This design comes from an exercise in tuning for small area, a short achievable clock period and few clock cycles per item on the open sky130 flow, not from production work. Function was checked by simulation only, so behaviour that the tests miss may differ from the original.

## config.mk

```make
export PLATFORM = sky130hd
export DESIGN_NAME = pipelined_floating_point_multiplier
export DESIGN_NICKNAME = pipelined_floating_point_multiplier
export VERILOG_FILES = /design/flow/design.v
export SDC_FILE = /design/flow/constraint.sdc
export NUM_CORES = 4
export LEC_CHECK = 0
export CAP_MARGIN = 20
export CORE_MARGIN = 2
export CORE_UTILIZATION = 40
export SETUP_SLACK_MARGIN = 4.95
export SLEW_MARGIN = 20
export SYNTH_HIERARCHICAL = 1
```

## constraint.sdc

```tcl
create_clock -name core_clock -period 9.0 [get_ports {clk}]
set_input_delay 1.8000 -clock core_clock [delete_from_list [all_inputs] [get_ports {clk}]]
set_output_delay 1.8000 -clock core_clock [all_outputs]
set_load 0.01 [all_outputs]
```

## design.v

```verilog
module pipelined_floating_point_multiplier #(
  parameter int unsigned EXPONENT_WIDTH   = 8,
  parameter int unsigned MANTISSA_WIDTH   = 23,
  parameter int unsigned ROUND_TO_NEAREST = 1
) (
  input  logic        clk,
  input  logic        rst,
  input  logic        in_valid,
  output logic        in_ready,
  input  logic [31:0] a,
  input  logic [31:0] b,
  output logic        out_valid,
  input  logic        out_ready,
  output logic [31:0] out,
  output logic        underflow_flag,
  output logic        overflow_flag,
  output logic        invalid_operation_flag
);
  logic en;
  logic r2_v;
  fpm_rdy u_rdy_port (.v(r2_v), .ordy(out_ready), .rdy(in_ready));
  fpm_rdy u_rdy_en   (.v(r2_v), .ordy(out_ready), .rdy(en));
  logic        a_s, b_s;
  logic [7:0]  a_e, b_e;
  logic [22:0] a_m, b_m;
  assign {a_s, a_e, a_m} = a;
  assign {b_s, b_e, b_m} = b;
  logic a_e1, b_e1, a_ez, b_ez;
  assign a_e1 = &a_e;
  assign b_e1 = &b_e;
  assign a_ez = ~|a_e;
  assign b_ez = ~|b_e;
  logic [25:0] yy;
  logic [11:0] c_bone, c_btwo, c_bneg;
  assign yy = {1'b1, b_m, 1'b0};
  always_comb begin
    for (int k = 0; k < 12; k++) begin
      c_bone[k] = yy[2*k+1] ^ yy[2*k];
      c_btwo[k] = (yy[2*k+2] & ~yy[2*k+1] & ~yy[2*k]) | (~yy[2*k+2] & yy[2*k+1] & yy[2*k]);
      c_bneg[k] = yy[2*k+2];
    end
  end
  logic        r0_v;
  logic        r0_s;
  logic        r0_a_e1, r0_a_ez, r0_b_e1, r0_b_ez;
  logic [8:0]  r0_es;
  logic [22:0] r0_ma;
  logic [11:0] r0_bone, r0_btwo, r0_bneg;
  always_ff @(posedge clk or posedge rst) begin
    if (rst)     r0_v <= 1'b0;
    else if (en) r0_v <= in_valid;
  end
  always_ff @(posedge clk) begin
    if (en) begin
      r0_s    <= a_s ^ b_s;
      r0_a_e1 <= a_e1;
      r0_a_ez <= a_ez;
      r0_b_e1 <= b_e1;
      r0_b_ez <= b_ez;
      r0_es   <= {1'b0, a_e} + {1'b0, b_e};
      r0_ma   <= a_m;
      r0_bone <= c_bone;
      r0_btwo <= c_btwo;
      r0_bneg <= c_bneg;
    end
  end
  logic [47:15] ps, pc;
  logic         pcin;
  fpm_sigmul u_mul (.x(r0_ma), .bone(r0_bone), .btwo(r0_btwo), .bneg(r0_bneg),
                    .s(ps), .c(pc), .cin(pcin));
  logic [22:0] ym;
  always_comb begin
    for (int k = 0; k < 12; k++) begin
      if (2*k+1 <= 22) ym[2*k+1] = r0_bneg[k];
      ym[2*k] = r0_bone[k] ^ ((k == 0) ? 1'b0 : r0_bneg[(k == 0) ? 0 : k-1]);
    end
  end
  logic [23:0] za, zb;
  logic        z22, z23;
  always_comb begin
    for (int i = 0; i < 24; i++) begin
      za[i] = ~|({1'b0, r0_ma} & ((24'd1 << i) - 24'd1));
      zb[i] = ~|({1'b0, ym} & ((24'd1 << i) - 24'd1));
    end
    z22 = 1'b0;
    z23 = 1'b0;
    for (int i = 0; i <= 22; i++) z22 = z22 | (za[i] & zb[22-i]);
    for (int i = 0; i <= 23; i++) z23 = z23 | (za[i] & zb[23-i]);
  end
  logic a_nan, b_nan, a_inf, b_inf;
  logic c_nan, c_inf, c_zero, c_inv;
  logic a_mz, b_mz;
  always_comb begin
    a_mz   = ~|r0_ma;
    b_mz   = ~|ym;
    a_nan  = r0_a_e1 && !a_mz;
    b_nan  = r0_b_e1 && !b_mz;
    a_inf  = r0_a_e1 && a_mz;
    b_inf  = r0_b_e1 && b_mz;
    c_nan  = 1'b0;
    c_inf  = 1'b0;
    c_zero = 1'b0;
    c_inv  = 1'b0;
    if (a_nan || b_nan) begin
      c_nan = 1'b1;
      c_inv = (a_nan && !r0_ma[22]) || (b_nan && !ym[22]);
    end else if ((a_inf && r0_b_ez) || (r0_a_ez && b_inf)) begin
      c_nan = 1'b1;
      c_inv = 1'b1;
    end else if (a_inf || b_inf) begin
      c_inf = 1'b1;
    end else if (r0_a_ez || r0_b_ez) begin
      c_zero = 1'b1;
    end
  end
  logic        r1_s, r1_nan, r1_inf, r1_zero, r1_inv;
  logic [8:0]  r1_es;
  logic [47:15] r1_ps, r1_pc;
  logic         r1_cin;
  logic        r1_st0, r1_st1;
  logic        r1_v;
  always_ff @(posedge clk or posedge rst) begin
    if (rst)     r1_v <= 1'b0;
    else if (en) r1_v <= r0_v;
  end
  always_ff @(posedge clk) begin
    if (en) begin
      r1_s    <= r0_s;
      r1_nan  <= c_nan;
      r1_inf  <= c_inf;
      r1_zero <= c_zero;
      r1_inv  <= c_inv;
      r1_es   <= r0_es;
      r1_ps   <= ps;
      r1_pc   <= pc;
      r1_cin  <= pcin;
      r1_st0  <= !z22;              
      r1_st1  <= !z23;              
    end
  end
  logic [47:15] r1_p;
  assign r1_p = r1_ps + r1_pc + 33'(r1_cin);
  logic        hi;
  logic [22:0] man_h, man_l;
  logic        rnd_h, rnd_l;
  logic [23:0] mr_h, mr_l;
  logic [22:0] man_r;
  logic        cy;
  logic        uf, of;
  logic [7:0]  e_p1, e_p2, e_out;
  logic [7:0]  e_0;
  logic        uf0, uf1, of0, of1, m0, m1;
  always_comb begin
    e_0 = r1_es[7:0] + 8'd129;       
    uf0 = r1_es < 9'd128;            
    uf1 = r1_es < 9'd127;            
    of0 = r1_es >= 9'd382;           
    of1 = r1_es >= 9'd381;           
    m0  = r1_es == 9'd381;           
    m1  = r1_es == 9'd380;           
  end
  always_comb begin
    hi    = r1_p[47];
    man_h = r1_p[46:24];
    man_l = r1_p[45:23];
    rnd_h = r1_p[23] && (r1_st1 || man_h[0]);
    rnd_l = r1_p[22] && (r1_st0 || man_l[0]);
    mr_h  = {1'b0, man_h} + 24'(rnd_h);
    mr_l  = {1'b0, man_l} + 24'(rnd_l);
    man_r = hi ? mr_h[22:0] : mr_l[22:0];
    cy    = hi ? mr_h[23] : mr_l[23];
    uf    = hi ? uf1 : uf0;
    of    = hi ? (of1 || (m1 && mr_h[23])) : (of0 || (m0 && mr_l[23]));
    e_p1  = r1_es[7:0] + 8'd130;
    e_p2  = r1_es[7:0] + 8'd131;
    e_out = (hi && cy) ? e_p2 : (hi || cy) ? e_p1 : e_0;
  end
  logic [31:0] o_d;
  logic        uf_d, of_d, inv_d;
  always_comb begin
    o_d   = {r1_s, e_out, man_r};
    uf_d  = 1'b0;
    of_d  = 1'b0;
    inv_d = 1'b0;
    if (r1_nan) begin
      o_d   = 32'hFFC00000;
      inv_d = r1_inv;
    end else if (r1_inf) begin
      o_d = {r1_s, 8'hFF, 23'd0};
    end else if (r1_zero) begin
      o_d = {r1_s, 31'd0};
    end else if (uf) begin
      o_d  = {r1_s, 31'd0};
      uf_d = 1'b1;
    end else if (of) begin
      o_d  = {r1_s, 8'hFF, 23'd0};
      of_d = 1'b1;
    end
  end
  logic [31:0] r2_o;
  logic        r2_uf, r2_of, r2_inv;
  always_ff @(posedge clk or posedge rst) begin
    if (rst)     r2_v <= 1'b0;
    else if (en) r2_v <= r1_v;
  end
  always_ff @(posedge clk) begin
    if (en) begin
      r2_o   <= o_d;
      r2_uf  <= uf_d;
      r2_of  <= of_d;
      r2_inv <= inv_d;
    end
  end
  assign out                    = r2_o;
  assign underflow_flag         = r2_uf;
  assign overflow_flag          = r2_of;
  assign invalid_operation_flag = r2_inv;
  assign out_valid = r2_v;
endmodule
module fpm_rdy (
  input  logic v,
  input  logic ordy,
  output logic rdy
);
  assign rdy = !(v && !ordy);
endmodule
module fpm_sigmul (
  input  logic [22:0] x,
  input  logic [11:0] bone, btwo, bneg,
  output logic [47:15] s, c,
  output logic cin
);
  logic [23:0] xx;
  assign xx = {1'b1, x};
  logic [24:0] pp0;
  logic [24:0] pp1;
  logic [24:0] pp2;
  logic [24:0] pp3;
  logic [24:0] pp4;
  logic [24:0] pp5;
  logic [24:0] pp6;
  logic [24:0] pp7;
  logic [24:0] pp8;
  logic [24:0] pp9;
  logic [24:0] pp10;
  logic [24:0] pp11;
  always_comb begin
    pp0 = ({1'b0, xx} & {25{bone[0]}} | {xx, 1'b0} & {25{btwo[0]}}) ^ {25{bneg[0]}};
    pp1 = ({1'b0, xx} & {25{bone[1]}} | {xx, 1'b0} & {25{btwo[1]}}) ^ {25{bneg[1]}};
    pp2 = ({1'b0, xx} & {25{bone[2]}} | {xx, 1'b0} & {25{btwo[2]}}) ^ {25{bneg[2]}};
    pp3 = ({1'b0, xx} & {25{bone[3]}} | {xx, 1'b0} & {25{btwo[3]}}) ^ {25{bneg[3]}};
    pp4 = ({1'b0, xx} & {25{bone[4]}} | {xx, 1'b0} & {25{btwo[4]}}) ^ {25{bneg[4]}};
    pp5 = ({1'b0, xx} & {25{bone[5]}} | {xx, 1'b0} & {25{btwo[5]}}) ^ {25{bneg[5]}};
    pp6 = ({1'b0, xx} & {25{bone[6]}} | {xx, 1'b0} & {25{btwo[6]}}) ^ {25{bneg[6]}};
    pp7 = ({1'b0, xx} & {25{bone[7]}} | {xx, 1'b0} & {25{btwo[7]}}) ^ {25{bneg[7]}};
    pp8 = ({1'b0, xx} & {25{bone[8]}} | {xx, 1'b0} & {25{btwo[8]}}) ^ {25{bneg[8]}};
    pp9 = ({1'b0, xx} & {25{bone[9]}} | {xx, 1'b0} & {25{btwo[9]}}) ^ {25{bneg[9]}};
    pp10 = ({1'b0, xx} & {25{bone[10]}} | {xx, 1'b0} & {25{btwo[10]}}) ^ {25{bneg[10]}};
    pp11 = ({1'b0, xx} & {25{bone[11]}} | {xx, 1'b0} & {25{btwo[11]}}) ^ {25{bneg[11]}};
  end
  wire s1, c2;
  fpm_ha u_s1 (.a(bneg[8]), .b(pp0[16]), .s(s1), .c(c2));
  wire s3, c4;
  fpm_ha u_s3 (.a(pp0[17]), .b(pp1[15]), .s(s3), .c(c4));
  wire s5, c6;
  fpm_fa u_s5 (.a(bneg[9]), .b(pp0[18]), .ci(pp1[16]), .s(s5), .co(c6));
  wire s7, c8;
  fpm_ha u_s7 (.a(pp2[14]), .b(pp3[12]), .s(s7), .c(c8));
  wire s9, c10;
  fpm_fa u_s9 (.a(pp0[19]), .b(pp1[17]), .ci(pp2[15]), .s(s9), .co(c10));
  wire s11, c12;
  fpm_ha u_s11 (.a(pp3[13]), .b(pp4[11]), .s(s11), .c(c12));
  wire s13, c14;
  fpm_fa u_s13 (.a(bneg[10]), .b(pp0[20]), .ci(pp1[18]), .s(s13), .co(c14));
  wire s15, c16;
  fpm_fa u_s15 (.a(pp2[16]), .b(pp3[14]), .ci(pp4[12]), .s(s15), .co(c16));
  wire s17, c18;
  fpm_ha u_s17 (.a(pp5[10]), .b(pp6[8]), .s(s17), .c(c18));
  wire s19, c20;
  fpm_fa u_s19 (.a(pp0[21]), .b(pp1[19]), .ci(pp2[17]), .s(s19), .co(c20));
  wire s21, c22;
  fpm_fa u_s21 (.a(pp3[15]), .b(pp4[13]), .ci(pp5[11]), .s(s21), .co(c22));
  wire s23, c24;
  fpm_ha u_s23 (.a(pp6[9]), .b(pp7[7]), .s(s23), .c(c24));
  wire s25, c26;
  fpm_fa u_s25 (.a(bneg[11]), .b(pp0[22]), .ci(pp1[20]), .s(s25), .co(c26));
  wire s27, c28;
  fpm_fa u_s27 (.a(pp2[18]), .b(pp3[16]), .ci(pp4[14]), .s(s27), .co(c28));
  wire s29, c30;
  fpm_fa u_s29 (.a(pp5[12]), .b(pp6[10]), .ci(pp7[8]), .s(s29), .co(c30));
  wire s31, c32;
  fpm_ha u_s31 (.a(pp8[6]), .b(pp9[4]), .s(s31), .c(c32));
  wire s33, c34;
  fpm_fa u_s33 (.a(pp0[23]), .b(pp1[21]), .ci(pp2[19]), .s(s33), .co(c34));
  wire s35, c36;
  fpm_fa u_s35 (.a(pp3[17]), .b(pp4[15]), .ci(pp5[13]), .s(s35), .co(c36));
  wire s37, c38;
  fpm_fa u_s37 (.a(pp6[11]), .b(pp7[9]), .ci(pp8[7]), .s(s37), .co(c38));
  wire s39, c40;
  fpm_ha u_s39 (.a(pp9[5]), .b(pp10[3]), .s(s39), .c(c40));
  wire s41, c42;
  fpm_fa u_s41 (.a(x[0]), .b(pp0[24]), .ci(pp1[22]), .s(s41), .co(c42));
  wire s43, c44;
  fpm_fa u_s43 (.a(pp2[20]), .b(pp3[18]), .ci(pp4[16]), .s(s43), .co(c44));
  wire s45, c46;
  fpm_fa u_s45 (.a(pp5[14]), .b(pp6[12]), .ci(pp7[10]), .s(s45), .co(c46));
  wire s47, c48;
  fpm_fa u_s47 (.a(pp8[8]), .b(pp9[6]), .ci(pp10[4]), .s(s47), .co(c48));
  wire s49, c50;
  fpm_fa u_s49 (.a(x[1]), .b(bneg[0]), .ci(pp1[23]), .s(s49), .co(c50));
  wire s51, c52;
  fpm_fa u_s51 (.a(pp2[21]), .b(pp3[19]), .ci(pp4[17]), .s(s51), .co(c52));
  wire s53, c54;
  fpm_fa u_s53 (.a(pp5[15]), .b(pp6[13]), .ci(pp7[11]), .s(s53), .co(c54));
  wire s55, c56;
  fpm_fa u_s55 (.a(pp8[9]), .b(pp9[7]), .ci(pp10[5]), .s(s55), .co(c56));
  wire s57, c58;
  fpm_fa u_s57 (.a(x[2]), .b(bneg[0]), .ci(pp1[24]), .s(s57), .co(c58));
  wire s59, c60;
  fpm_fa u_s59 (.a(pp2[22]), .b(pp3[20]), .ci(pp4[18]), .s(s59), .co(c60));
  wire s61, c62;
  fpm_fa u_s61 (.a(pp5[16]), .b(pp6[14]), .ci(pp7[12]), .s(s61), .co(c62));
  wire s63, c64;
  fpm_fa u_s63 (.a(pp8[10]), .b(pp9[8]), .ci(pp10[6]), .s(s63), .co(c64));
  wire s65, c66;
  fpm_fa u_s65 (.a(x[3]), .b(~bneg[1]), .ci(~bneg[0]), .s(s65), .co(c66));
  wire s67, c68;
  fpm_fa u_s67 (.a(pp2[23]), .b(pp3[21]), .ci(pp4[19]), .s(s67), .co(c68));
  wire s69, c70;
  fpm_fa u_s69 (.a(pp5[17]), .b(pp6[15]), .ci(pp7[13]), .s(s69), .co(c70));
  wire s71, c72;
  fpm_fa u_s71 (.a(pp8[11]), .b(pp9[9]), .ci(pp10[7]), .s(s71), .co(c72));
  wire s73, c74;
  fpm_fa u_s73 (.a(x[4]), .b(1'b1), .ci(pp2[24]), .s(s73), .co(c74));
  wire s75, c76;
  fpm_fa u_s75 (.a(pp3[22]), .b(pp4[20]), .ci(pp5[18]), .s(s75), .co(c76));
  wire s77, c78;
  fpm_fa u_s77 (.a(pp6[16]), .b(pp7[14]), .ci(pp8[12]), .s(s77), .co(c78));
  wire s79, c80;
  fpm_ha u_s79 (.a(pp9[10]), .b(pp10[8]), .s(s79), .c(c80));
  wire s81, c82;
  fpm_fa u_s81 (.a(x[5]), .b(~bneg[2]), .ci(pp3[23]), .s(s81), .co(c82));
  wire s83, c84;
  fpm_fa u_s83 (.a(pp4[21]), .b(pp5[19]), .ci(pp6[17]), .s(s83), .co(c84));
  wire s85, c86;
  fpm_fa u_s85 (.a(pp7[15]), .b(pp8[13]), .ci(pp9[11]), .s(s85), .co(c86));
  wire s87, c88;
  fpm_fa u_s87 (.a(x[6]), .b(1'b1), .ci(pp3[24]), .s(s87), .co(c88));
  wire s89, c90;
  fpm_fa u_s89 (.a(pp4[22]), .b(pp5[20]), .ci(pp6[18]), .s(s89), .co(c90));
  wire s91, c92;
  fpm_ha u_s91 (.a(pp7[16]), .b(pp8[14]), .s(s91), .c(c92));
  wire s93, c94;
  fpm_fa u_s93 (.a(x[7]), .b(~bneg[3]), .ci(pp4[23]), .s(s93), .co(c94));
  wire s95, c96;
  fpm_fa u_s95 (.a(pp5[21]), .b(pp6[19]), .ci(pp7[17]), .s(s95), .co(c96));
  wire s97, c98;
  fpm_fa u_s97 (.a(x[8]), .b(1'b1), .ci(pp4[24]), .s(s97), .co(c98));
  wire s99, c100;
  fpm_ha u_s99 (.a(pp5[22]), .b(pp6[20]), .s(s99), .c(c100));
  wire s101, c102;
  fpm_fa u_s101 (.a(x[9]), .b(~bneg[4]), .ci(pp5[23]), .s(s101), .co(c102));
  wire s103, c104;
  fpm_ha u_s103 (.a(x[10]), .b(1'b1), .s(s103), .c(c104));
  wire s105, c106;
  fpm_ha u_s105 (.a(bneg[5]), .b(pp0[10]), .s(s105), .c(c106));
  wire s107, c108;
  fpm_ha u_s107 (.a(pp0[11]), .b(pp1[9]), .s(s107), .c(c108));
  wire s109, c110;
  fpm_fa u_s109 (.a(bneg[6]), .b(pp0[12]), .ci(pp1[10]), .s(s109), .co(c110));
  wire s111, c112;
  fpm_ha u_s111 (.a(pp2[8]), .b(pp3[6]), .s(s111), .c(c112));
  wire s113, c114;
  fpm_fa u_s113 (.a(pp0[13]), .b(pp1[11]), .ci(pp2[9]), .s(s113), .co(c114));
  wire s115, c116;
  fpm_ha u_s115 (.a(pp3[7]), .b(pp4[5]), .s(s115), .c(c116));
  wire s117, c118;
  fpm_fa u_s117 (.a(bneg[7]), .b(pp0[14]), .ci(pp1[12]), .s(s117), .co(c118));
  wire s119, c120;
  fpm_fa u_s119 (.a(pp2[10]), .b(pp3[8]), .ci(pp4[6]), .s(s119), .co(c120));
  wire s121, c122;
  fpm_ha u_s121 (.a(pp5[4]), .b(pp6[2]), .s(s121), .c(c122));
  wire s123, c124;
  fpm_fa u_s123 (.a(pp0[15]), .b(pp1[13]), .ci(pp2[11]), .s(s123), .co(c124));
  wire s125, c126;
  fpm_fa u_s125 (.a(pp3[9]), .b(pp4[7]), .ci(pp5[5]), .s(s125), .co(c126));
  wire s127, c128;
  fpm_ha u_s127 (.a(pp6[3]), .b(pp7[1]), .s(s127), .c(c128));
  wire s129, c130;
  fpm_fa u_s129 (.a(pp1[14]), .b(pp2[12]), .ci(pp3[10]), .s(s129), .co(c130));
  wire s131, c132;
  fpm_fa u_s131 (.a(pp4[8]), .b(pp5[6]), .ci(pp6[4]), .s(s131), .co(c132));
  wire s133, c134;
  fpm_fa u_s133 (.a(pp7[2]), .b(pp8[0]), .ci(s1), .s(s133), .co(c134));
  wire s135, c136;
  fpm_fa u_s135 (.a(pp2[13]), .b(pp3[11]), .ci(pp4[9]), .s(s135), .co(c136));
  wire s137, c138;
  fpm_fa u_s137 (.a(pp5[7]), .b(pp6[5]), .ci(pp7[3]), .s(s137), .co(c138));
  wire s139, c140;
  fpm_fa u_s139 (.a(pp8[1]), .b(c2), .ci(s3), .s(s139), .co(c140));
  wire s141, c142;
  fpm_fa u_s141 (.a(pp4[10]), .b(pp5[8]), .ci(pp6[6]), .s(s141), .co(c142));
  wire s143, c144;
  fpm_fa u_s143 (.a(pp7[4]), .b(pp8[2]), .ci(pp9[0]), .s(s143), .co(c144));
  wire s145, c146;
  fpm_fa u_s145 (.a(c4), .b(s7), .ci(s5), .s(s145), .co(c146));
  wire s147, c148;
  fpm_fa u_s147 (.a(pp5[9]), .b(pp6[7]), .ci(pp7[5]), .s(s147), .co(c148));
  wire s149, c150;
  fpm_fa u_s149 (.a(pp8[3]), .b(pp9[1]), .ci(c8), .s(s149), .co(c150));
  wire s151, c152;
  fpm_fa u_s151 (.a(s11), .b(c6), .ci(s9), .s(s151), .co(c152));
  wire s153, c154;
  fpm_fa u_s153 (.a(pp7[6]), .b(pp8[4]), .ci(pp9[2]), .s(s153), .co(c154));
  wire s155, c156;
  fpm_fa u_s155 (.a(pp10[0]), .b(c12), .ci(s17), .s(s155), .co(c156));
  wire s157, c158;
  fpm_fa u_s157 (.a(c10), .b(s13), .ci(s15), .s(s157), .co(c158));
  wire s159, c160;
  fpm_fa u_s159 (.a(pp8[5]), .b(pp9[3]), .ci(pp10[1]), .s(s159), .co(c160));
  wire s161, c162;
  fpm_fa u_s161 (.a(c18), .b(s23), .ci(c14), .s(s161), .co(c162));
  wire s163, c164;
  fpm_fa u_s163 (.a(c16), .b(s19), .ci(s21), .s(s163), .co(c164));
  wire s165, c166;
  fpm_fa u_s165 (.a(pp10[2]), .b(pp11[0]), .ci(c24), .s(s165), .co(c166));
  wire s167, c168;
  fpm_fa u_s167 (.a(s31), .b(c20), .ci(c22), .s(s167), .co(c168));
  wire s169, c170;
  fpm_fa u_s169 (.a(s25), .b(s27), .ci(s29), .s(s169), .co(c170));
  wire s171, c172;
  fpm_fa u_s171 (.a(pp11[1]), .b(c32), .ci(s39), .s(s171), .co(c172));
  wire s173, c174;
  fpm_fa u_s173 (.a(c26), .b(c28), .ci(c30), .s(s173), .co(c174));
  wire s175, c176;
  fpm_fa u_s175 (.a(s33), .b(s35), .ci(s37), .s(s175), .co(c176));
  wire s177, c178;
  fpm_fa u_s177 (.a(pp11[2]), .b(c40), .ci(c34), .s(s177), .co(c178));
  wire s179, c180;
  fpm_fa u_s179 (.a(c36), .b(c38), .ci(s41), .s(s179), .co(c180));
  wire s181, c182;
  fpm_fa u_s181 (.a(s43), .b(s45), .ci(s47), .s(s181), .co(c182));
  wire s183, c184;
  fpm_fa u_s183 (.a(pp11[3]), .b(s49), .ci(c42), .s(s183), .co(c184));
  wire s185, c186;
  fpm_fa u_s185 (.a(c44), .b(c46), .ci(c48), .s(s185), .co(c186));
  wire s187, c188;
  fpm_fa u_s187 (.a(s51), .b(s53), .ci(s55), .s(s187), .co(c188));
  wire s189, c190;
  fpm_fa u_s189 (.a(pp11[4]), .b(s57), .ci(c50), .s(s189), .co(c190));
  wire s191, c192;
  fpm_fa u_s191 (.a(c52), .b(c54), .ci(c56), .s(s191), .co(c192));
  wire s193, c194;
  fpm_fa u_s193 (.a(s59), .b(s61), .ci(s63), .s(s193), .co(c194));
  wire s195, c196;
  fpm_fa u_s195 (.a(pp11[5]), .b(s65), .ci(c58), .s(s195), .co(c196));
  wire s197, c198;
  fpm_fa u_s197 (.a(c60), .b(c62), .ci(c64), .s(s197), .co(c198));
  wire s199, c200;
  fpm_fa u_s199 (.a(s67), .b(s69), .ci(s71), .s(s199), .co(c200));
  wire s201, c202;
  fpm_fa u_s201 (.a(pp11[6]), .b(c66), .ci(s79), .s(s201), .co(c202));
  wire s203, c204;
  fpm_fa u_s203 (.a(s73), .b(c68), .ci(c70), .s(s203), .co(c204));
  wire s205, c206;
  fpm_fa u_s205 (.a(c72), .b(s75), .ci(s77), .s(s205), .co(c206));
  wire s207, c208;
  fpm_fa u_s207 (.a(pp10[9]), .b(pp11[7]), .ci(c80), .s(s207), .co(c208));
  wire s209, c210;
  fpm_fa u_s209 (.a(s81), .b(c74), .ci(c76), .s(s209), .co(c210));
  wire s211, c212;
  fpm_fa u_s211 (.a(c78), .b(s83), .ci(s85), .s(s211), .co(c212));
  wire s213, c214;
  fpm_fa u_s213 (.a(pp9[12]), .b(pp10[10]), .ci(pp11[8]), .s(s213), .co(c214));
  wire s215, c216;
  fpm_fa u_s215 (.a(s91), .b(s87), .ci(c82), .s(s215), .co(c216));
  wire s217, c218;
  fpm_fa u_s217 (.a(c84), .b(c86), .ci(s89), .s(s217), .co(c218));
  wire s219, c220;
  fpm_fa u_s219 (.a(pp8[15]), .b(pp9[13]), .ci(pp10[11]), .s(s219), .co(c220));
  wire s221, c222;
  fpm_fa u_s221 (.a(pp11[9]), .b(c92), .ci(s93), .s(s221), .co(c222));
  wire s223, c224;
  fpm_fa u_s223 (.a(c88), .b(c90), .ci(s95), .s(s223), .co(c224));
  wire s225, c226;
  fpm_fa u_s225 (.a(pp7[18]), .b(pp8[16]), .ci(pp9[14]), .s(s225), .co(c226));
  wire s227, c228;
  fpm_fa u_s227 (.a(pp10[12]), .b(pp11[10]), .ci(s99), .s(s227), .co(c228));
  wire s229, c230;
  fpm_fa u_s229 (.a(s97), .b(c94), .ci(c96), .s(s229), .co(c230));
  wire s231, c232;
  fpm_fa u_s231 (.a(pp6[21]), .b(pp7[19]), .ci(pp8[17]), .s(s231), .co(c232));
  wire s233, c234;
  fpm_fa u_s233 (.a(pp9[15]), .b(pp10[13]), .ci(pp11[11]), .s(s233), .co(c234));
  wire s235, c236;
  fpm_fa u_s235 (.a(c100), .b(s101), .ci(c98), .s(s235), .co(c236));
  wire s237, c238;
  fpm_fa u_s237 (.a(s103), .b(pp5[24]), .ci(pp6[22]), .s(s237), .co(c238));
  wire s239, c240;
  fpm_fa u_s239 (.a(pp7[20]), .b(pp8[18]), .ci(pp9[16]), .s(s239), .co(c240));
  wire s241, c242;
  fpm_fa u_s241 (.a(pp10[14]), .b(pp11[12]), .ci(c102), .s(s241), .co(c242));
  wire s243, c244;
  fpm_fa u_s243 (.a(x[11]), .b(c104), .ci(~bneg[5]), .s(s243), .co(c244));
  wire s245, c246;
  fpm_fa u_s245 (.a(pp6[23]), .b(pp7[21]), .ci(pp8[19]), .s(s245), .co(c246));
  wire s247, c248;
  fpm_fa u_s247 (.a(pp9[17]), .b(pp10[15]), .ci(pp11[13]), .s(s247), .co(c248));
  wire s249, c250;
  fpm_fa u_s249 (.a(x[12]), .b(1'b1), .ci(pp6[24]), .s(s249), .co(c250));
  wire s251, c252;
  fpm_fa u_s251 (.a(pp7[22]), .b(pp8[20]), .ci(pp9[18]), .s(s251), .co(c252));
  wire s253, c254;
  fpm_ha u_s253 (.a(pp10[16]), .b(pp11[14]), .s(s253), .c(c254));
  wire s255, c256;
  fpm_fa u_s255 (.a(x[13]), .b(~bneg[6]), .ci(pp7[23]), .s(s255), .co(c256));
  wire s257, c258;
  fpm_fa u_s257 (.a(pp8[21]), .b(pp9[19]), .ci(pp10[17]), .s(s257), .co(c258));
  wire s259, c260;
  fpm_fa u_s259 (.a(x[14]), .b(1'b1), .ci(pp7[24]), .s(s259), .co(c260));
  wire s261, c262;
  fpm_ha u_s261 (.a(pp8[22]), .b(pp9[20]), .s(s261), .c(c262));
  wire s263, c264;
  fpm_fa u_s263 (.a(x[15]), .b(~bneg[7]), .ci(pp8[23]), .s(s263), .co(c264));
  wire s265, c266;
  fpm_ha u_s265 (.a(x[16]), .b(1'b1), .s(s265), .c(c266));
  wire s267, c268;
  fpm_ha u_s267 (.a(bneg[3]), .b(pp0[6]), .s(s267), .c(c268));
  wire s269, c270;
  fpm_ha u_s269 (.a(pp0[7]), .b(pp1[5]), .s(s269), .c(c270));
  wire s271, c272;
  fpm_fa u_s271 (.a(bneg[4]), .b(pp0[8]), .ci(pp1[6]), .s(s271), .co(c272));
  wire s273, c274;
  fpm_ha u_s273 (.a(pp2[4]), .b(pp3[2]), .s(s273), .c(c274));
  wire s275, c276;
  fpm_fa u_s275 (.a(pp0[9]), .b(pp1[7]), .ci(pp2[5]), .s(s275), .co(c276));
  wire s277, c278;
  fpm_ha u_s277 (.a(pp3[3]), .b(pp4[1]), .s(s277), .c(c278));
  wire s279, c280;
  fpm_fa u_s279 (.a(pp1[8]), .b(pp2[6]), .ci(pp3[4]), .s(s279), .co(c280));
  wire s281, c282;
  fpm_fa u_s281 (.a(pp4[2]), .b(pp5[0]), .ci(s105), .s(s281), .co(c282));
  wire s283, c284;
  fpm_fa u_s283 (.a(pp2[7]), .b(pp3[5]), .ci(pp4[3]), .s(s283), .co(c284));
  wire s285, c286;
  fpm_fa u_s285 (.a(pp5[1]), .b(c106), .ci(s107), .s(s285), .co(c286));
  wire s287, c288;
  fpm_fa u_s287 (.a(pp4[4]), .b(pp5[2]), .ci(pp6[0]), .s(s287), .co(c288));
  wire s289, c290;
  fpm_fa u_s289 (.a(c108), .b(s111), .ci(s109), .s(s289), .co(c290));
  wire s291, c292;
  fpm_fa u_s291 (.a(pp5[3]), .b(pp6[1]), .ci(c112), .s(s291), .co(c292));
  wire s293, c294;
  fpm_fa u_s293 (.a(s115), .b(c110), .ci(s113), .s(s293), .co(c294));
  wire s295, c296;
  fpm_fa u_s295 (.a(pp7[0]), .b(c116), .ci(s121), .s(s295), .co(c296));
  wire s297, c298;
  fpm_fa u_s297 (.a(c114), .b(s117), .ci(s119), .s(s297), .co(c298));
  wire s299, c300;
  fpm_fa u_s299 (.a(c122), .b(s127), .ci(c118), .s(s299), .co(c300));
  wire s301, c302;
  fpm_fa u_s301 (.a(c120), .b(s123), .ci(s125), .s(s301), .co(c302));
  wire s303, c304;
  fpm_fa u_s303 (.a(c128), .b(c124), .ci(c126), .s(s303), .co(c304));
  wire s305, c306;
  fpm_fa u_s305 (.a(s129), .b(s131), .ci(s133), .s(s305), .co(c306));
  wire s307, c308;
  fpm_fa u_s307 (.a(c130), .b(c132), .ci(s135), .s(s307), .co(c308));
  wire s309, c310;
  fpm_fa u_s309 (.a(s137), .b(c134), .ci(s139), .s(s309), .co(c310));
  wire s311, c312;
  fpm_fa u_s311 (.a(c136), .b(c138), .ci(s141), .s(s311), .co(c312));
  wire s313, c314;
  fpm_fa u_s313 (.a(s143), .b(c140), .ci(s145), .s(s313), .co(c314));
  wire s315, c316;
  fpm_fa u_s315 (.a(c142), .b(c144), .ci(s147), .s(s315), .co(c316));
  wire s317, c318;
  fpm_fa u_s317 (.a(s149), .b(c146), .ci(s151), .s(s317), .co(c318));
  wire s319, c320;
  fpm_fa u_s319 (.a(c148), .b(s153), .ci(c150), .s(s319), .co(c320));
  wire s321, c322;
  fpm_fa u_s321 (.a(s155), .b(c152), .ci(s157), .s(s321), .co(c322));
  wire s323, c324;
  fpm_fa u_s323 (.a(c154), .b(s159), .ci(c156), .s(s323), .co(c324));
  wire s325, c326;
  fpm_fa u_s325 (.a(s161), .b(c158), .ci(s163), .s(s325), .co(c326));
  wire s327, c328;
  fpm_fa u_s327 (.a(c160), .b(s165), .ci(c162), .s(s327), .co(c328));
  wire s329, c330;
  fpm_fa u_s329 (.a(c164), .b(s167), .ci(s169), .s(s329), .co(c330));
  wire s331, c332;
  fpm_fa u_s331 (.a(c166), .b(s171), .ci(c168), .s(s331), .co(c332));
  wire s333, c334;
  fpm_fa u_s333 (.a(c170), .b(s173), .ci(s175), .s(s333), .co(c334));
  wire s335, c336;
  fpm_fa u_s335 (.a(c172), .b(s177), .ci(c174), .s(s335), .co(c336));
  wire s337, c338;
  fpm_fa u_s337 (.a(c176), .b(s179), .ci(s181), .s(s337), .co(c338));
  wire s339, c340;
  fpm_fa u_s339 (.a(c178), .b(s183), .ci(c180), .s(s339), .co(c340));
  wire s341, c342;
  fpm_fa u_s341 (.a(c182), .b(s185), .ci(s187), .s(s341), .co(c342));
  wire s343, c344;
  fpm_fa u_s343 (.a(c184), .b(c186), .ci(s189), .s(s343), .co(c344));
  wire s345, c346;
  fpm_fa u_s345 (.a(c188), .b(s191), .ci(s193), .s(s345), .co(c346));
  wire s347, c348;
  fpm_fa u_s347 (.a(s195), .b(c190), .ci(c192), .s(s347), .co(c348));
  wire s349, c350;
  fpm_fa u_s349 (.a(c194), .b(s197), .ci(s199), .s(s349), .co(c350));
  wire s351, c352;
  fpm_fa u_s351 (.a(s201), .b(c196), .ci(c198), .s(s351), .co(c352));
  wire s353, c354;
  fpm_fa u_s353 (.a(c200), .b(s203), .ci(s205), .s(s353), .co(c354));
  wire s355, c356;
  fpm_fa u_s355 (.a(s207), .b(c202), .ci(c204), .s(s355), .co(c356));
  wire s357, c358;
  fpm_fa u_s357 (.a(c206), .b(s209), .ci(s211), .s(s357), .co(c358));
  wire s359, c360;
  fpm_fa u_s359 (.a(s213), .b(c208), .ci(c210), .s(s359), .co(c360));
  wire s361, c362;
  fpm_fa u_s361 (.a(s215), .b(c212), .ci(s217), .s(s361), .co(c362));
  wire s363, c364;
  fpm_fa u_s363 (.a(c214), .b(s219), .ci(s221), .s(s363), .co(c364));
  wire s365, c366;
  fpm_fa u_s365 (.a(c216), .b(c218), .ci(s223), .s(s365), .co(c366));
  wire s367, c368;
  fpm_fa u_s367 (.a(c220), .b(s225), .ci(s227), .s(s367), .co(c368));
  wire s369, c370;
  fpm_fa u_s369 (.a(c222), .b(c224), .ci(s229), .s(s369), .co(c370));
  wire s371, c372;
  fpm_fa u_s371 (.a(c226), .b(s231), .ci(s233), .s(s371), .co(c372));
  wire s373, c374;
  fpm_fa u_s373 (.a(c228), .b(c230), .ci(s235), .s(s373), .co(c374));
  wire s375, c376;
  fpm_fa u_s375 (.a(c232), .b(c234), .ci(s237), .s(s375), .co(c376));
  wire s377, c378;
  fpm_fa u_s377 (.a(s239), .b(s241), .ci(c236), .s(s377), .co(c378));
  wire s379, c380;
  fpm_fa u_s379 (.a(s243), .b(c238), .ci(c240), .s(s379), .co(c380));
  wire s381, c382;
  fpm_fa u_s381 (.a(s245), .b(s247), .ci(c242), .s(s381), .co(c382));
  wire s383, c384;
  fpm_fa u_s383 (.a(c244), .b(s253), .ci(s249), .s(s383), .co(c384));
  wire s385, c386;
  fpm_fa u_s385 (.a(c246), .b(c248), .ci(s251), .s(s385), .co(c386));
  wire s387, c388;
  fpm_fa u_s387 (.a(pp11[15]), .b(c254), .ci(s255), .s(s387), .co(c388));
  wire s389, c390;
  fpm_fa u_s389 (.a(c250), .b(c252), .ci(s257), .s(s389), .co(c390));
  wire s391, c392;
  fpm_fa u_s391 (.a(pp10[18]), .b(pp11[16]), .ci(s261), .s(s391), .co(c392));
  wire s393, c394;
  fpm_fa u_s393 (.a(s259), .b(c256), .ci(c258), .s(s393), .co(c394));
  wire s395, c396;
  fpm_fa u_s395 (.a(pp9[21]), .b(pp10[19]), .ci(pp11[17]), .s(s395), .co(c396));
  wire s397, c398;
  fpm_fa u_s397 (.a(c262), .b(s263), .ci(c260), .s(s397), .co(c398));
  wire s399, c400;
  fpm_fa u_s399 (.a(s265), .b(pp8[24]), .ci(pp9[22]), .s(s399), .co(c400));
  wire s401, c402;
  fpm_fa u_s401 (.a(pp10[20]), .b(pp11[18]), .ci(c264), .s(s401), .co(c402));
  wire s403, c404;
  fpm_fa u_s403 (.a(x[17]), .b(c266), .ci(~bneg[8]), .s(s403), .co(c404));
  wire s405, c406;
  fpm_fa u_s405 (.a(pp9[23]), .b(pp10[21]), .ci(pp11[19]), .s(s405), .co(c406));
  wire s407, c408;
  fpm_fa u_s407 (.a(x[18]), .b(1'b1), .ci(pp9[24]), .s(s407), .co(c408));
  wire s409, c410;
  fpm_ha u_s409 (.a(pp10[22]), .b(pp11[20]), .s(s409), .c(c410));
  wire s411, c412;
  fpm_fa u_s411 (.a(x[19]), .b(~bneg[9]), .ci(pp10[23]), .s(s411), .co(c412));
  wire s413, c414;
  fpm_ha u_s413 (.a(x[20]), .b(1'b1), .s(s413), .c(c414));
  wire s415, c416;
  fpm_ha u_s415 (.a(bneg[2]), .b(pp0[4]), .s(s415), .c(c416));
  wire s417, c418;
  fpm_ha u_s417 (.a(pp0[5]), .b(pp1[3]), .s(s417), .c(c418));
  wire s419, c420;
  fpm_fa u_s419 (.a(pp1[4]), .b(pp2[2]), .ci(pp3[0]), .s(s419), .co(c420));
  wire s421, c422;
  fpm_fa u_s421 (.a(pp2[3]), .b(pp3[1]), .ci(c268), .s(s421), .co(c422));
  wire s423, c424;
  fpm_fa u_s423 (.a(pp4[0]), .b(c270), .ci(s273), .s(s423), .co(c424));
  wire s425, c426;
  fpm_fa u_s425 (.a(c274), .b(s277), .ci(c272), .s(s425), .co(c426));
  wire s427, c428;
  fpm_fa u_s427 (.a(c278), .b(c276), .ci(s279), .s(s427), .co(c428));
  wire s429, c430;
  fpm_fa u_s429 (.a(c280), .b(s283), .ci(c282), .s(s429), .co(c430));
  wire s431, c432;
  fpm_fa u_s431 (.a(c284), .b(s287), .ci(c286), .s(s431), .co(c432));
  wire s433, c434;
  fpm_fa u_s433 (.a(c288), .b(s291), .ci(c290), .s(s433), .co(c434));
  wire s435, c436;
  fpm_fa u_s435 (.a(c292), .b(s295), .ci(c294), .s(s435), .co(c436));
  wire s437, c438;
  fpm_fa u_s437 (.a(c296), .b(s299), .ci(c298), .s(s437), .co(c438));
  wire s439, c440;
  fpm_fa u_s439 (.a(c300), .b(c302), .ci(s303), .s(s439), .co(c440));
  wire s441, c442;
  fpm_fa u_s441 (.a(c304), .b(s307), .ci(c306), .s(s441), .co(c442));
  wire s443, c444;
  fpm_fa u_s443 (.a(c308), .b(s311), .ci(c310), .s(s443), .co(c444));
  wire s445, c446;
  fpm_fa u_s445 (.a(c312), .b(s315), .ci(c314), .s(s445), .co(c446));
  wire s447, c448;
  fpm_fa u_s447 (.a(c316), .b(s319), .ci(c318), .s(s447), .co(c448));
  wire s449, c450;
  fpm_fa u_s449 (.a(s323), .b(c320), .ci(c322), .s(s449), .co(c450));
  wire s451, c452;
  fpm_fa u_s451 (.a(c324), .b(s327), .ci(c326), .s(s451), .co(c452));
  wire s453, c454;
  fpm_fa u_s453 (.a(c328), .b(s331), .ci(c330), .s(s453), .co(c454));
  wire s455, c456;
  fpm_fa u_s455 (.a(c332), .b(s335), .ci(c334), .s(s455), .co(c456));
  wire s457, c458;
  fpm_fa u_s457 (.a(c336), .b(s339), .ci(c338), .s(s457), .co(c458));
  wire s459, c460;
  fpm_fa u_s459 (.a(c340), .b(s343), .ci(c342), .s(s459), .co(c460));
  wire s461, c462;
  fpm_fa u_s461 (.a(c344), .b(s347), .ci(c346), .s(s461), .co(c462));
  wire s463, c464;
  fpm_fa u_s463 (.a(c348), .b(s351), .ci(c350), .s(s463), .co(c464));
  wire s465, c466;
  fpm_fa u_s465 (.a(s355), .b(c352), .ci(c354), .s(s465), .co(c466));
  wire s467, c468;
  fpm_fa u_s467 (.a(s359), .b(c356), .ci(c358), .s(s467), .co(c468));
  wire s469, c470;
  fpm_fa u_s469 (.a(s363), .b(c360), .ci(c362), .s(s469), .co(c470));
  wire s471, c472;
  fpm_fa u_s471 (.a(s367), .b(c364), .ci(c366), .s(s471), .co(c472));
  wire s473, c474;
  fpm_fa u_s473 (.a(s371), .b(c368), .ci(c370), .s(s473), .co(c474));
  wire s475, c476;
  fpm_fa u_s475 (.a(c372), .b(s375), .ci(c374), .s(s475), .co(c476));
  wire s477, c478;
  fpm_fa u_s477 (.a(c376), .b(s379), .ci(s381), .s(s477), .co(c478));
  wire s479, c480;
  fpm_fa u_s479 (.a(s383), .b(c380), .ci(s385), .s(s479), .co(c480));
  wire s481, c482;
  fpm_fa u_s481 (.a(s387), .b(c384), .ci(c386), .s(s481), .co(c482));
  wire s483, c484;
  fpm_fa u_s483 (.a(s391), .b(c388), .ci(c390), .s(s483), .co(c484));
  wire s485, c486;
  fpm_fa u_s485 (.a(s395), .b(c392), .ci(c394), .s(s485), .co(c486));
  wire s487, c488;
  fpm_fa u_s487 (.a(c396), .b(s399), .ci(s401), .s(s487), .co(c488));
  wire s489, c490;
  fpm_fa u_s489 (.a(s403), .b(c400), .ci(s405), .s(s489), .co(c490));
  wire s491, c492;
  fpm_fa u_s491 (.a(c404), .b(s409), .ci(s407), .s(s491), .co(c492));
  wire s493, c494;
  fpm_fa u_s493 (.a(pp11[21]), .b(c410), .ci(s411), .s(s493), .co(c494));
  wire s495, c496;
  fpm_fa u_s495 (.a(s413), .b(pp10[24]), .ci(pp11[22]), .s(s495), .co(c496));
  wire s497, c498;
  fpm_fa u_s497 (.a(x[21]), .b(c414), .ci(~bneg[10]), .s(s497), .co(c498));
  wire s499, c500;
  fpm_ha u_s499 (.a(x[22]), .b(1'b1), .s(s499), .c(c500));
  wire s501, c502;
  fpm_ha u_s501 (.a(bneg[1]), .b(pp0[2]), .s(s501), .c(c502));
  wire s503, c504;
  fpm_ha u_s503 (.a(pp0[3]), .b(pp1[1]), .s(s503), .c(c504));
  wire s505, c506;
  fpm_fa u_s505 (.a(pp1[2]), .b(pp2[0]), .ci(s415), .s(s505), .co(c506));
  wire s507, c508;
  fpm_fa u_s507 (.a(pp2[1]), .b(c416), .ci(s417), .s(s507), .co(c508));
  wire s509, c510;
  fpm_fa u_s509 (.a(c418), .b(s267), .ci(s419), .s(s509), .co(c510));
  wire s511, c512;
  fpm_fa u_s511 (.a(s269), .b(c420), .ci(s421), .s(s511), .co(c512));
  wire s513, c514;
  fpm_fa u_s513 (.a(s271), .b(c422), .ci(s423), .s(s513), .co(c514));
  wire s515, c516;
  fpm_fa u_s515 (.a(s275), .b(c424), .ci(s425), .s(s515), .co(c516));
  wire s517, c518;
  fpm_fa u_s517 (.a(s281), .b(c426), .ci(s427), .s(s517), .co(c518));
  wire s519, c520;
  fpm_fa u_s519 (.a(s285), .b(c428), .ci(s429), .s(s519), .co(c520));
  wire s521, c522;
  fpm_fa u_s521 (.a(s289), .b(s431), .ci(c430), .s(s521), .co(c522));
  wire s523, c524;
  fpm_fa u_s523 (.a(s293), .b(c432), .ci(s433), .s(s523), .co(c524));
  wire s525, c526;
  fpm_fa u_s525 (.a(s297), .b(s435), .ci(c434), .s(s525), .co(c526));
  wire s527, c528;
  fpm_fa u_s527 (.a(s301), .b(s437), .ci(c436), .s(s527), .co(c528));
  wire s529, c530;
  fpm_fa u_s529 (.a(s305), .b(c438), .ci(s439), .s(s529), .co(c530));
  wire s531, c532;
  fpm_fa u_s531 (.a(s309), .b(c440), .ci(s441), .s(s531), .co(c532));
  wire s533, c534;
  fpm_fa u_s533 (.a(s313), .b(c442), .ci(s443), .s(s533), .co(c534));
  wire s535, c536;
  fpm_fa u_s535 (.a(s317), .b(c444), .ci(s445), .s(s535), .co(c536));
  wire s537, c538;
  fpm_fa u_s537 (.a(s321), .b(c446), .ci(s447), .s(s537), .co(c538));
  wire s539, c540;
  fpm_fa u_s539 (.a(s325), .b(c448), .ci(s449), .s(s539), .co(c540));
  wire s541, c542;
  fpm_fa u_s541 (.a(s329), .b(s451), .ci(c450), .s(s541), .co(c542));
  wire s543, c544;
  fpm_fa u_s543 (.a(s333), .b(s453), .ci(c452), .s(s543), .co(c544));
  wire s545, c546;
  fpm_fa u_s545 (.a(s337), .b(s455), .ci(c454), .s(s545), .co(c546));
  wire s547, c548;
  fpm_fa u_s547 (.a(s341), .b(c456), .ci(s457), .s(s547), .co(c548));
  wire s549, c550;
  fpm_fa u_s549 (.a(s345), .b(c458), .ci(s459), .s(s549), .co(c550));
  wire s551, c552;
  fpm_fa u_s551 (.a(s349), .b(c460), .ci(s461), .s(s551), .co(c552));
  wire s553, c554;
  fpm_fa u_s553 (.a(s353), .b(c462), .ci(s463), .s(s553), .co(c554));
  wire s555, c556;
  fpm_fa u_s555 (.a(s357), .b(s465), .ci(c464), .s(s555), .co(c556));
  wire s557, c558;
  fpm_fa u_s557 (.a(s361), .b(s467), .ci(c466), .s(s557), .co(c558));
  wire s559, c560;
  fpm_fa u_s559 (.a(s365), .b(s469), .ci(c468), .s(s559), .co(c560));
  wire s561, c562;
  fpm_fa u_s561 (.a(s369), .b(s471), .ci(c470), .s(s561), .co(c562));
  wire s563, c564;
  fpm_fa u_s563 (.a(s373), .b(s473), .ci(c472), .s(s563), .co(c564));
  wire s565, c566;
  fpm_fa u_s565 (.a(s377), .b(s475), .ci(c474), .s(s565), .co(c566));
  wire s567, c568;
  fpm_fa u_s567 (.a(c378), .b(s477), .ci(c476), .s(s567), .co(c568));
  wire s569, c570;
  fpm_fa u_s569 (.a(c382), .b(s479), .ci(c478), .s(s569), .co(c570));
  wire s571, c572;
  fpm_fa u_s571 (.a(s389), .b(s481), .ci(c480), .s(s571), .co(c572));
  wire s573, c574;
  fpm_fa u_s573 (.a(s393), .b(s483), .ci(c482), .s(s573), .co(c574));
  wire s575, c576;
  fpm_fa u_s575 (.a(s397), .b(s485), .ci(c484), .s(s575), .co(c576));
  wire s577, c578;
  fpm_fa u_s577 (.a(c398), .b(s487), .ci(c486), .s(s577), .co(c578));
  wire s579, c580;
  fpm_fa u_s579 (.a(c402), .b(s489), .ci(c488), .s(s579), .co(c580));
  wire s581, c582;
  fpm_fa u_s581 (.a(c406), .b(s491), .ci(c490), .s(s581), .co(c582));
  wire s583, c584;
  fpm_fa u_s583 (.a(c408), .b(s493), .ci(c492), .s(s583), .co(c584));
  wire s585, c586;
  fpm_fa u_s585 (.a(c412), .b(s495), .ci(c494), .s(s585), .co(c586));
  wire s587, c588;
  fpm_fa u_s587 (.a(pp11[23]), .b(s497), .ci(c496), .s(s587), .co(c588));
  wire s589, c590;
  fpm_fa u_s589 (.a(s499), .b(pp11[24]), .ci(c498), .s(s589), .co(c590));
  wire s591, c592;
  fpm_fa u_s591 (.a(1'b1), .b(c500), .ci(~bneg[11]), .s(s591), .co(c592));
  logic [47:0] r0, r1;
  logic [15:0] lsum;
  assign r0 = {c590, c588, c586, c584, c582, c580, c578, c576, c574, c572, c570, c568, c566, c564, c562, c560, c558, c556, c554, c552, c550, c548, c546, c544, c542, c540, c538, c536, c534, c532, c530, c528, c526, c524, c522, c520, c518, c516, c514, c512, c510, c508, c506, c504, c502, s501, pp0[1], bneg[0]};
  assign r1 = {s591, s589, s587, s585, s583, s581, s579, s577, s575, s573, s571, s569, s567, s565, s563, s561, s559, s557, s555, s553, s551, s549, s547, s545, s543, s541, s539, s537, s535, s533, s531, s529, s527, s525, s523, s521, s519, s517, s515, s513, s511, s509, s507, s505, s503, pp1[0], 1'b0, pp0[0]};
  assign lsum = {1'b0, r0[14:0]} + {1'b0, r1[14:0]};
  assign cin = lsum[15];
  assign s = r0[47:15];
  assign c = r1[47:15];
endmodule
module fpm_fa (
  input  logic a, b, ci,
  output logic s, co
);
  assign s  = a ^ b ^ ci;
  assign co = (a & b) | (a & ci) | (b & ci);
endmodule
module fpm_ha (
  input  logic a, b,
  output logic s, c
);
  assign s = a ^ b;
  assign c = a & b;
endmodule
```

## flow/run.sh

```bash
#!/bin/bash
# Standard layout, with the port buffers as buf_1 cells instead of the
# default choice. Each tool's output goes to a log file in this folder.
set -e

export BUFFER_PORTS_ARGS="-buffer_cell sky130_fd_sc_hd__buf_1"
bash standard.sh > standard.log 2>&1
```

## standard.sh

```bash
#!/bin/bash
# synth_recipe.tcl (not shown) runs the flow's synth.tcl, then flattens the netlist and writes it again
# the make line also repeats each setting of config.mk as NAME=value (left out here)
make -C /OpenROAD-flow-scripts/flow DESIGN_CONFIG=/design/flow/config.mk WORK_HOME=/design/flow/orfs CLKGATE_MAP_FILE= SYNTH_SCRIPT=/design/flow/synth_recipe.tcl "${@:-finish}"
```

==> impl_metrics.env, run 1 <==
export IMPL_most_used_flip_flop_cell_after_synthesis="sky130_fd_sc_hd__edfxtp_1"
export IMPL_hold_slack_ns=0.427
export IMPL_crit_slowest_cell="sky130_fd_sc_hd__nand2b_1"
export IMPL_synth_most_common_cell="sky130_fd_sc_hd__xnor2_1"
export IMPL_clkSinkCount=193
export IMPL_cts_hold_repair_buffers=0
export IMPL_synthDominantAreaCellType="sky130_fd_sc_hd__edfxtp_1"
export IMPL_synthesis_area_um2=23100
export IMPL_worst_hold_startpoint="r0_es[0]"
export IMPL_cts_clk_slew_worst_paths_ns=0.08
export IMPL_muxShareOfSynthArea=0.00336
export IMPL_path_max_fanout=2
export IMPL_reg2reg_setup_slack_ns=5.06
export IMPL_antenna_violations_before_repair=2
export IMPL_floorplan_core_area_um2=57400
export IMPL_ctsLongestPathBuffers=2
export IMPL_worst_path_largest_cell_delay_ns=0.13
export IMPL_num_vias=17400
export IMPL_count_of_synthesis_stage_warnings_from_yosys=8
export IMPL_tritoncts_clock_tree="done"
export IMPL_cp_start_kind="input port"
export IMPL_synth_async_sr_flop_share=0.0155
export IMPL_grt_pass1_vias=18100
export IMPL_gr_usage_all_layers=0.230
export IMPL_dp_cells=2834
export IMPL_slew_headroom=0.438
export IMPL_chip_height_um=244
export IMPL_design_final_nets=2553
export IMPL_htree_levels=4
export IMPL_part_of_the_cycle_the_worst_path_needs=0.437
export IMPL_first_iter_violations=1696
export IMPL_grt_ovfl_total=0
export IMPL_antenna_cells=0
export IMPL_count_of_state_elements_after_synthesis=193
export IMPL_clk_root_buffer_cell="sky130_fd_sc_hd__clkbuf_16"
export IMPL_min_path_type="reg2reg"
export IMPL_finalNonFillerCells=2903
export IMPL_yosysUniqueCellTypes=105
export IMPL_crit_chain="buf_1 -> nand2b_1 -> buf_1"
export IMPL_yosys_area_top_type_share=0.247
export IMPL_post_synth_xor_area_fraction=0.141
export IMPL_drc=0
export IMPL_dieWidth_um=244
export IMPL_ios=105
export IMPL_gp_congestion=0.927
export IMPL_arrival_ns=2.14
export IMPL_synthCells=2115
export IMPL_r2r_start="r1_pc[16]"
export IMPL_routed_via_density=5.98
export IMPL_startpoint="out_ready"
export IMPL_synth_top_family_by_area="adder cells"
export IMPL_synth_seq_area_share=0.250
export IMPL_fp_dieArea_um2=59700
export IMPL_yosys_top_cells_area="sky130_fd_sc_hd__edfxtp_1, sky130_fd_sc_hd__fa_1, sky130_fd_sc_hd__xnor2_1"
export IMPL_maxClockFrequency_mhz=254
export IMPL_initial_core_util=0.403
export IMPL_fin_worst_skew_ns=0.0233
export IMPL_dp_hpwl_mm=43.9
export IMPL_maxCapViolations=0
export IMPL_synth_edff_count=190
export IMPL_layout_drive_gt1_share=0.123
export IMPL_final_hold_violation_count=0
export IMPL_outcome="finished clean"
export IMPL_placement_rows=88
export IMPL_drt_total_wl_mm=68.1
export IMPL_area_delta_synth_final_pct=8.58
export IMPL_final_critical_delay_including_setup_and_external_delays_ns=3.94
export IMPL_place_port_buffers=104
export IMPL_worstHoldPathCells=0
export IMPL_netlist_top_cells_count="sky130_fd_sc_hd__xnor2_1, sky130_fd_sc_hd__a22oi_1, sky130_fd_sc_hd__fa_1, sky130_fd_sc_hd__edfxtp_1, sky130_fd_sc_hd__buf_2"
export IMPL_critical_path_required_ns=7.20
export IMPL_worst_path_most_repeated_cell="sky130_fd_sc_hd__buf_1"
export IMPL_worst_setup_path_end_kind="output pin"
export IMPL_synth_compound_area_share=0.173
export IMPL_routed_wire_length_per_instance_um=23.5
export IMPL_crit_type="in2out"
export IMPL_synthAdderAreaFrac=0.281
export IMPL_timing_worst_slew_pin_value_ns=0.843
export IMPL_synth_simple_gate_area_frac=0.0887
export IMPL_grt_first_pass_wirelength_mm=106
export IMPL_timing_final_max_slew_violations=0
export IMPL_maximum_number_of_pins_on_one_net_before_global_route_repair=134
export IMPL_postSynthAreaPerCell_um2=10.9
export IMPL_drt_pre_antenna_iters=5
export IMPL_rr_worst_depth=17
export IMPL_timing_final_setup_violations=0
export IMPL_numCtsBuffers=17
export IMPL_worst_skew_pair_late_latency_ns=0.52
export IMPL_drt_antenna_violating_nets=0
export IMPL_rsz0062_at_grt="true"
export IMPL_totalNegativeSetupSlack_ns=0
[cells by family after synthesis]
family | Yosys count
XOR/XNOR | 368
multiplexers | 7
adder cells (fa/ha/maj) | 360
AND/OR/NAND/NOR | 375
buffers and inverters | 257
AO/OA/AOI/OAI | 553
other | 2
flip-flops | 193
[layout make-up]
type | instances | area, um2
Sequential cell | 193 | 5780
Timing Repair Buffer | 196 | 1170
Fill cell | 5353 | 32300
Inverter | 39 | 146
Clock inverter | 15 | 228
Clock buffer | 17 | 425
Tap cell | 765 | 957
Multi-Input combinational cell | 1678 | 16400
[state kept, by name, summed over array words and instances (netlist names), 9 cells and up]
| name | count |
|---|---|
| r0_bneg | 11 |
| r1_es | 9 |
| r0_bone | 12 |
| r1_ps | 33 |
| r0_ma | 23 |
| r2_o | 32 |
| r0_btwo | 12 |
| r1_pc | 33 |
| r0_es | 9 |
[worst max-delay path, delay by kind of cell]
| kind | cells | cell delay [ns] |
|---|---|---|
| buf+inv | 2 | 0.21 |
| simple gates | 1 | 0.13 |
[metrics by stage]
stage                     area (um2)  worst slack (ns)  utilization
after floorplan                23200              5.24            -
after global placement         23700              4.37        0.412
after detailed placement       23700              4.32        0.412
after CTS                      24600              4.94        0.429
after global routing           25100              4.90        0.437
final                          25100              5.06        0.437
[repair_timing]
item                                    4_1_cts  5_1_grt
pin swaps                                    14       28
hold endpoints to repair                      0        0
endpoints found under the setup margin       40       34
resized for setup                            30       69
setup buffers                                13       20
cloned                                        1        1
[modules after synthesis (local to each module, per instance)]
| module | cell area (um2) | times used | flip-flops and latches | cells inside |
|---|---|---|---|---|
| fpm_ha | 12.5 | 32 | 0 | 1 |
| pipelined_floating_point_multiplier | 11200 | 1 | 193 | 986 |
| fpm_fa | 20.0 | 264 | 0 | 1 |
| fpm_rdy | 6.26 | 2 | 0 | 1 |
| fpm_sigmul | 6190 | 1 | 0 | 831 |
[worst paths after layout]
| path | to |
|---|---|
| setup / recovery | in_ready |
| hold / removal | r1_es[0] |
| setup reg to reg | r2_o[30] |
| hold reg to reg | r1_es[0] |
| max in group asynchronous | r1_v |
| min in group asynchronous | r0_v |
[layer usage]
metal / wire length, um / share of wire / global-route usage / vias up
met3: 6340 / 0.093 / 0.0652 / 163
met5: 0 / 0 / 0 / -
met4: 2190 / 0.032 / 0.0823 / 0
li1: - / - / - / 7605
met1: 29200 / 0.43 / 0.309 / 8646
met2: 30400 / 0.45 / 0.355 / 945
[cell usage in the layout (no fill, tap or decap), types with 17 or more instances in the layout]
| cell type | netlist | routed |
|---|---|---|
| sky130_fd_sc_hd__buf_1 | 0 | 104 |
| sky130_fd_sc_hd__o21ai_0 | 50 | 47 |
| sky130_fd_sc_hd__nand4_1 | 22 | 22 |
| sky130_fd_sc_hd__a21oi_1 | 83 | 76 |
| sky130_fd_sc_hd__xnor2_1 | 325 | 321 |
| sky130_fd_sc_hd__a211oi_1 | 24 | 21 |
| sky130_fd_sc_hd__nor3_1 | 37 | 35 |
| sky130_fd_sc_hd__nand3_1 | 21 | 19 |
| sky130_fd_sc_hd__edfxtp_1 | 190 | 190 |
| sky130_fd_sc_hd__nor2_1 | 84 | 81 |
| sky130_fd_sc_hd__xor2_1 | 39 | 37 |
| sky130_fd_sc_hd__buf_4 | 83 | 78 |
| sky130_fd_sc_hd__a22oi_1 | 267 | 266 |
| sky130_fd_sc_hd__clkbuf_16 | 0 | 17 |
| sky130_fd_sc_hd__ha_1 | 95 | 78 |
| sky130_fd_sc_hd__inv_1 | 39 | 39 |
| sky130_fd_sc_hd__fa_1 | 265 | 265 |
| sky130_fd_sc_hd__nand2_1 | 89 | 87 |
Testbench counts, summed over its fixed seeds: cycles 12,024, items 12,000.
==> inputs of run 2 (changes only) <==
--- a/config.mk
+++ b/config.mk
@@ -8,6 +8,7 @@
 export CAP_MARGIN = 20
 export CORE_MARGIN = 2
 export CORE_UTILIZATION = 40
+export PLACE_DENSITY = 0.75
 export SETUP_SLACK_MARGIN = 4.95
 export SLEW_MARGIN = 20
 export SYNTH_HIERARCHICAL = 1
==> impl_metrics.env, run 2 <==
export IMPL_synth_async_sr_flop_share=0.0155
export IMPL_htree_levels=4
export IMPL_area_delta_synth_final_pct=9.41
export IMPL_crit_type="reg2reg"
export IMPL_ios=105
export IMPL_arrival_ns=4.30
export IMPL_yosys_top_cells_area="sky130_fd_sc_hd__edfxtp_1, sky130_fd_sc_hd__fa_1, sky130_fd_sc_hd__xnor2_1"
export IMPL_initial_core_util=0.403
export IMPL_most_used_flip_flop_cell_after_synthesis="sky130_fd_sc_hd__edfxtp_1"
export IMPL_outcome="finished clean"
export IMPL_synthCells=2115
export IMPL_clkSinkCount=193
export IMPL_slew_headroom=0.385
export IMPL_drt_antenna_violating_nets=0
export IMPL_most_common_layout_cells="sky130_fd_sc_hd__xnor2_1, sky130_fd_sc_hd__fa_1, sky130_fd_sc_hd__a22oi_1"
export IMPL_place_port_buffers=104
export IMPL_layout_commonest_cell="sky130_fd_sc_hd__xnor2_1"
export IMPL_synth_seq_area_share=0.250
export IMPL_grt_ovfl_total=0
export IMPL_design_final_nets=2560
export IMPL_fin_worst_skew_ns=0.0230
export IMPL_worst_setup_path_end_kind="flop"
export IMPL_cts_clk_slew_worst_paths_ns=0.07
export IMPL_synth_most_common_cell="sky130_fd_sc_hd__xnor2_1"
export IMPL_maximum_number_of_pins_on_one_net_before_global_route_repair=142
export IMPL_maxCapViolations=0
export IMPL_cts_hold_repair_buffers=0
export IMPL_totalNegativeSetupSlack_ns=0
export IMPL_synth_edff_count=190
export IMPL_first_iter_violations=2192
export IMPL_biggestRegsByFlops="r1_pc x33, r1_ps x33, r2_o x32"
export IMPL_layout_drive_gt1_share=0.123
export IMPL_fp_dieArea_um2=59700
export IMPL_rsz0062_at_grt="true"
export IMPL_critical_path_required_ns=9.25
export IMPL_dp_hpwl_mm=42.6
export IMPL_worst_skew_pair_late_latency_ns=0.51
export IMPL_tritoncts_clock_tree="done"
export IMPL_grt_pass1_vias=18600
export IMPL_clk_root_buffer_cell="sky130_fd_sc_hd__clkbuf_16"
export IMPL_gp_congestion=0.925
export IMPL_antenna_violations_before_repair=1
export IMPL_count_of_state_elements_after_synthesis=193
export IMPL_final_hold_violation_count=0
export IMPL_yosys_area_top_type_share=0.247
export IMPL_min_path_type="reg2reg"
export IMPL_routed_wire_length_per_instance_um=23.2
export IMPL_routed_via_density=6.19
export IMPL_netlist_top_cells_count="sky130_fd_sc_hd__xnor2_1, sky130_fd_sc_hd__a22oi_1, sky130_fd_sc_hd__fa_1, sky130_fd_sc_hd__edfxtp_1, sky130_fd_sc_hd__buf_2"
export IMPL_chip_height_um=244
export IMPL_postSynthAreaPerCell_um2=10.9
export IMPL_timing_worst_slew_pin_value_ns=0.923
export IMPL_synthesis_area_um2=23100
export IMPL_timing_final_max_slew_violations=0
export IMPL_dieWidth_um=244
export IMPL_floorplan_core_area_um2=57400
export IMPL_timing_final_setup_violations=0
export IMPL_numCtsBuffers=17
export IMPL_yosysUniqueCellTypes=105
export IMPL_drt_total_wl_mm=67.4
export IMPL_ctsLongestPathBuffers=2
export IMPL_fill_cell_count=5240
export IMPL_path_max_fanout=13
export IMPL_count_of_synthesis_stage_warnings_from_yosys=8
export IMPL_drc=0
export IMPL_drt_pre_antenna_iters=8
export IMPL_cp_start_kind="flop"
export IMPL_gr_usage_all_layers=0.224
export IMPL_grt_first_pass_wirelength_mm=104
export IMPL_synthDominantAreaCellType="sky130_fd_sc_hd__edfxtp_1"
export IMPL_part_of_the_cycle_the_worst_path_needs=0.451
export IMPL_num_vias=18000
export IMPL_placement_rows=88
export IMPL_final_critical_delay_including_setup_and_external_delays_ns=4.05
export IMPL_maxClockFrequency_mhz=247
[run 2: cell type report]
type,instances,area [um2],area share
clock buffer,17,425,0.0168
tap,765,957,0.0379
inverter,39,146,0.00579
antenna,1,2.50,0.0000990
timing repair buffer,202,1360,0.0538
sequential,193,5780,0.229
clock inverter,15,181,0.00717
multi-input combinational,1679,16400,0.650
[run 2: kinds of logic (layout without fill, tap and decap cells)]
group,Yosys count,count (layout),share of synthesized area
AO/OA/AOI/OAI,553,553,0.173
XOR/XNOR,368,368,0.141
adder cells (fa/ha/maj),360,360,0.281
buffers and inverters,257,273,0.0631
flip-flops,193,193,0.250
multiplexers,7,7,0.00336
other,2,14,0.000325
AND/OR/NAND/NOR,375,378,0.0887
[run 2: worst max-delay path, stage by stage (launching register included)]
cell                       delay (ns)
sky130_fd_sc_hd__edfxtp_1        0.96
sky130_fd_sc_hd__a22oi_1         0.25
sky130_fd_sc_hd__xnor2_1         0.25
sky130_fd_sc_hd__fa_1            0.46
sky130_fd_sc_hd__fa_1            0.50
sky130_fd_sc_hd__fa_1            0.46
sky130_fd_sc_hd__fa_1            0.52
sky130_fd_sc_hd__fa_1            0.40
[run 2: repair_timing]
action | 4_1_cts | 5_1_grt
setup buffers | 23 | 24
gates cloned | 1 | 2
gates resized for setup | 23 | 88
pin swaps | 4 | 28
endpoints found under the setup margin | 63 | 56
[run 2: per-stage QoR]
step	hold slack (ns)	cells	utilization	setup WS (ns)	instance area [um2]
global placement	0.402	2826	0.411	4.37	23600
CTS	0.423	2882	0.428	4.94	24500
floorplan	0.400	2126	-	5.24	23200
detailed placement	0.405	2826	0.411	4.31	23600
finish	0.422	2911	0.441	4.95	25300
global route	0.433	2910	0.441	4.79	25300
[run 2: Yosys stat by module, one instance, submodules excluded]
module | times used | flops+latches | cells | area (um2)
pipelined_floating_point_multiplier | 1 | 193 | 986 | 11200
fpm_sigmul | 1 | 0 | 831 | 6190
fpm_fa | 264 | 0 | 1 | 20.0
fpm_ha | 32 | 0 | 1 | 12.5
fpm_rdy | 2 | 0 | 1 | 6.26
[run 2: path summary, 6_finish.rpt]
path / cells after the start / start / endpoint / slack (ns)
max: 7 / r0_btwo[10] / r1_pc[25] / 4.95
min: 0 / r0_es[5] / r1_es[5] / 0.42
max reg2reg: 7 / r0_btwo[10] / r1_pc[25] / 4.95
min reg2reg: 0 / r0_es[5] / r1_es[5] / 0.42
max in group asynchronous: 2 / rst / r0_v / 7.76
min in group asynchronous: 2 / rst / r2_v / 1.12
[run 2: routing by layer]
layer  GRT usage  wire [um]  vias up
met2       0.346      30100     1159
met1       0.276      26000     8923
met5           0          0        -
li1            -          -     7619
met3      0.0708       7640      312
met4       0.132       3650        0

what the ideal ports hide:
The results above use ideal ports. As a check the final layouts listed here were re-extracted and re-timed, cells and wires unchanged.
Step 1 sets driving cells, clkbuf_16 on the clock port and buf_2 on the other inputs (assumed; they add their load-dependent delay and slew).
Step 2, shift: input delay + t, output delay - t, t = (earliest + latest rising clock arrival at the registers) / 2. This alone moves slack from input paths to output paths.
Three values: ideal ports, drivers, drivers and shift; two values: the first two.
run	t (ns)	slack for setup (ns)	worst setup path at the end	clock arrival spread, ns
run 1	0.569	5.063 / 5.041 / 5.041	input to output	0.023 / 0.023
run 2	0.562	4.945 / 4.945 / 4.945	register to register	0.025 / 0.024
After both steps setup and hold are still met in every run listed. For run 1, which loses most, drivers alone change the setup slack by -0.022 ns; drivers and shift together by -0.022 ns.
